Source: an optimization exercise on an open RTL-to-GDS flow (aim: a short achievable clock period and few clock cycles). Production flows keep margins and buffers that such runs may drop.
In this exercise RTL edits were held to simulation tests only and were not proved equivalent to the original.

## run 1
Design pipelineCpu, start of the top module:
module pipelineCpu (
	input  logic        clk,
	input  logic        reset,
	input  logic [31:0] instr,
	input  logic [31:0] wbDatI,
	input  logic        wbAck,
	output logic [31:0] instrAddr,
	output logic        wbCyc,
	output logic        wbStb,
	output logic        wbWe,
	output logic [31:0] wbAdr,
	output logic [31:0] wbDatO
);
For scale: ~8200 cells after synthesis, about 1700 flip-flops, roughly 170 I/O pins, roughly 92000 um2 of cells after synthesis.
export LEC_CHECK = 0
export CAP_MARGIN = 20
export CORE_MARGIN = 2
export CORE_UTILIZATION = 35
export SETUP_SLACK_MARGIN = 5
export SLEW_MARGIN = 20
export TNS_END_PERCENT = 100
create_clock -name core_clock -period 8.0 [get_ports {clk}]
standard.sh (not shown) runs the stock make flow with config.mk's settings and CLKGATE_MAP_FILE= SYNTH_SCRIPT=/design/flow/synth_recipe.tcl, a recipe that flattens the netlist after the stock synthesis.
==> flow/flow/run.sh <==
#!/bin/bash
# The standard layout (standard.sh), with two synthesis settings:
# - an empty ADDER_MAP_FILE skips the step that packs adder logic into full
#   and half adder cells, so abc maps the whole datapath for delay;
# - DONT_USE_CELLS is the platform's list plus slow multi-stage cells
#   (4-input or/nor, a2111*, maj3, or3, a211o ...; all sizes, found in the
#   platform's liberty file below), so abc and the resizer build the paths
#   from faster gates.
# Registers are not touched. The cell list goes to dont_use.txt, make's output
# to standard_run.log; the tools' own logs stay under orfs/logs.
set -euo pipefail
cp standard.sh standard_sh.txt
export ADDER_MAP_FILE=

lib="$FLOW_HOME/platforms/sky130hd/lib/sky130_fd_sc_hd__tt_025C_1v80.lib"
slow='or4|or4b|or4bb|nor4|nor4b|nor4bb|a2111o|a2111oi|o2111a|o2111ai|a311o|a311oi|o311a|o311ai|a41o|a41oi|o41a|o41ai|maj3|xor3|xnor3|mux4|a222oi|a32o|a32oi|o32a|o32ai'
slow="$slow|or3|or3b|a211o|o211a|a31o|o31a|a221o|o221a|and4|and4b|and4bb|a2bb2o|o2bb2a|nand4bb|nand4b"
base=$(make -s -C "$FLOW_HOME" DESIGN_CONFIG="$PWD/config.mk" WORK_HOME="$PWD/orfs" print-DONT_USE_CELLS \
	| sed -n 's/^DONT_USE_CELLS: //p')
extra=$(grep -o 'cell ("sky130_fd_sc_hd__[a-z0-9]*_[0-9]*")' "$lib" | sed 's/cell ("//; s/")//' \
	| grep -E "__($slow)_[0-9]+\$" | tr '\n' ' ')
weak='sky130_fd_sc_hd__a21boi_0 sky130_fd_sc_hd__and2_0 sky130_fd_sc_hd__o21ai_0 sky130_fd_sc_hd__or2_0'
echo "$base $extra $weak" > dont_use.txt

bash standard.sh "DONT_USE_CELLS=$(cat dont_use.txt)" finish > standard_run.log 2>&1
Testbench counts of run 1, summed over its fixed seeds: cycles 27,734.
[inputs] run 2 vs run 1
--- a/flow/design.v
+++ b/flow/design.v
@@ -154,24 +154,22 @@
 			redirPend <= 1'b0;
 		else
 			redirPend <= exRedirect;
 		redirTarget <= eTarget;
 	end
 	always_ff @(posedge clk)
 	begin
 		if (reset || exRedirect || redirPend || idRedirect)
 			dValid <= 1'b0;
 		else if (!stallF)
 			dValid <= !fTake;  
-		else if (!stallD)
-			dValid <= 1'b0;    
 	end
 	logic [31:1] fRsHot, fRtHot;
 	always_comb
 	begin
 		for (int i = 1; i < 32; i++)
 		begin
 			fRsHot[i] = (instr[25:21] == 5'(i));
 			fRtHot[i] = (instr[20:16] == 5'(i));
 		end
 	end
 	always_ff @(posedge clk)
@@ -258,23 +256,23 @@
 	assign waitRs = dUseRs && !fwdA && (exLdRs || pendRs);
 	assign waitRt = dUseRt && !fwdB && (exLdRt || pendRt);
 	assign waitNoAck = waitRs || waitRt;
 	assign waitAck   = (waitRs && !hitRs) || (waitRt && !hitRt);
 	assign nxA = (fwdA && eAdd) ? sum : (fwdA && eSub) ? dif : fwdA ? logicRes :
 		ackRs ? wbDatI : rdA;
 	assign nxB = (fwdB && eAdd) ? sum : (fwdB && eSub) ? dif : fwdB ? logicRes :
 		ackRt ? wbDatI : rdB;
 	assign qFull  = qv[2] || (qv[1] && eMem);
 	assign stallD = dValid && ((dMem && qFull) || (wbAck ? waitAck : waitNoAck));
 	assign idGo   = dValid && !stallD && !exRedirect;
-	assign stallF = dValid && ((dMem && qFull) || waitNoAck);
+	assign stallF = dValid && stallD;
 	logic idEarly, addZero, subZero;
 	assign addZero = &(~(eA ^ eOpB ^ {eA[30:0] | eOpB[30:0], 1'b0}));
 	assign subZero = (eA == eOpB);
 	assign idEarly = dBeq && (((dRs == 5'd0) && fwdB) || ((dRt == 5'd0) && fwdA)) &&
 		(eAdd || eSub);
 	assign idRedirect = dValid && idEarly && (eAdd ? addZero : subZero);
 	assign dTarget = dPc4 + {{14{dInstr[15]}}, dInstr[15:0]};
 	always_ff @(posedge clk)
 	begin
 		if (reset)
 		begin
Notes after the runs:
On run 2: detail-routed via count per cell is 1.2% lower than what run 1 gave.
Taking run 1 as the reference, in run 2 initial antenna violation count went down 6; starting density of the core roughly the same; worst slack at placement lost 170 ps; die span in y has increased; number of optimization iterations in the first detailed-route pass now smaller.
[compare] base=run 1 new=run 2: critical path depth has increased; aggregate negative setup slack closely matched the old numbers.
Testbench counts of run 2, summed over its fixed seeds: cycles 26,994.

[static timing again, ports no longer ideal]
Ports are ideal in the flow. The routed layouts listed here were re-timed in OpenROAD.
Step 1, drivers: a clkbuf_16 drives clk and a buf_2 each remaining input, both assumed.
Step 2 times the ports against the registers' clock, not the clock port: input delays grow and output delays shrink by t, the midpoint of the rising clock arrivals with the driver on.
a / b / c = ideal / step 1 / step 2; a / b = the first two.
run	t (ns)	slack for setup (ns)	clock arrival spread, ns	worst slew at a driven data input, ns
run 1	0.993	4.832 / 4.792 / 4.035	0.084 / 0.083	0.15
run 2	0.962	4.748 / 4.801 / 3.839	0.068 / 0.068	0.23
After both steps every run listed still meets setup and hold. For run 2, which loses most, drivers alone change the setup slack by +0.053 ns; drivers and shift together by -0.909 ns.
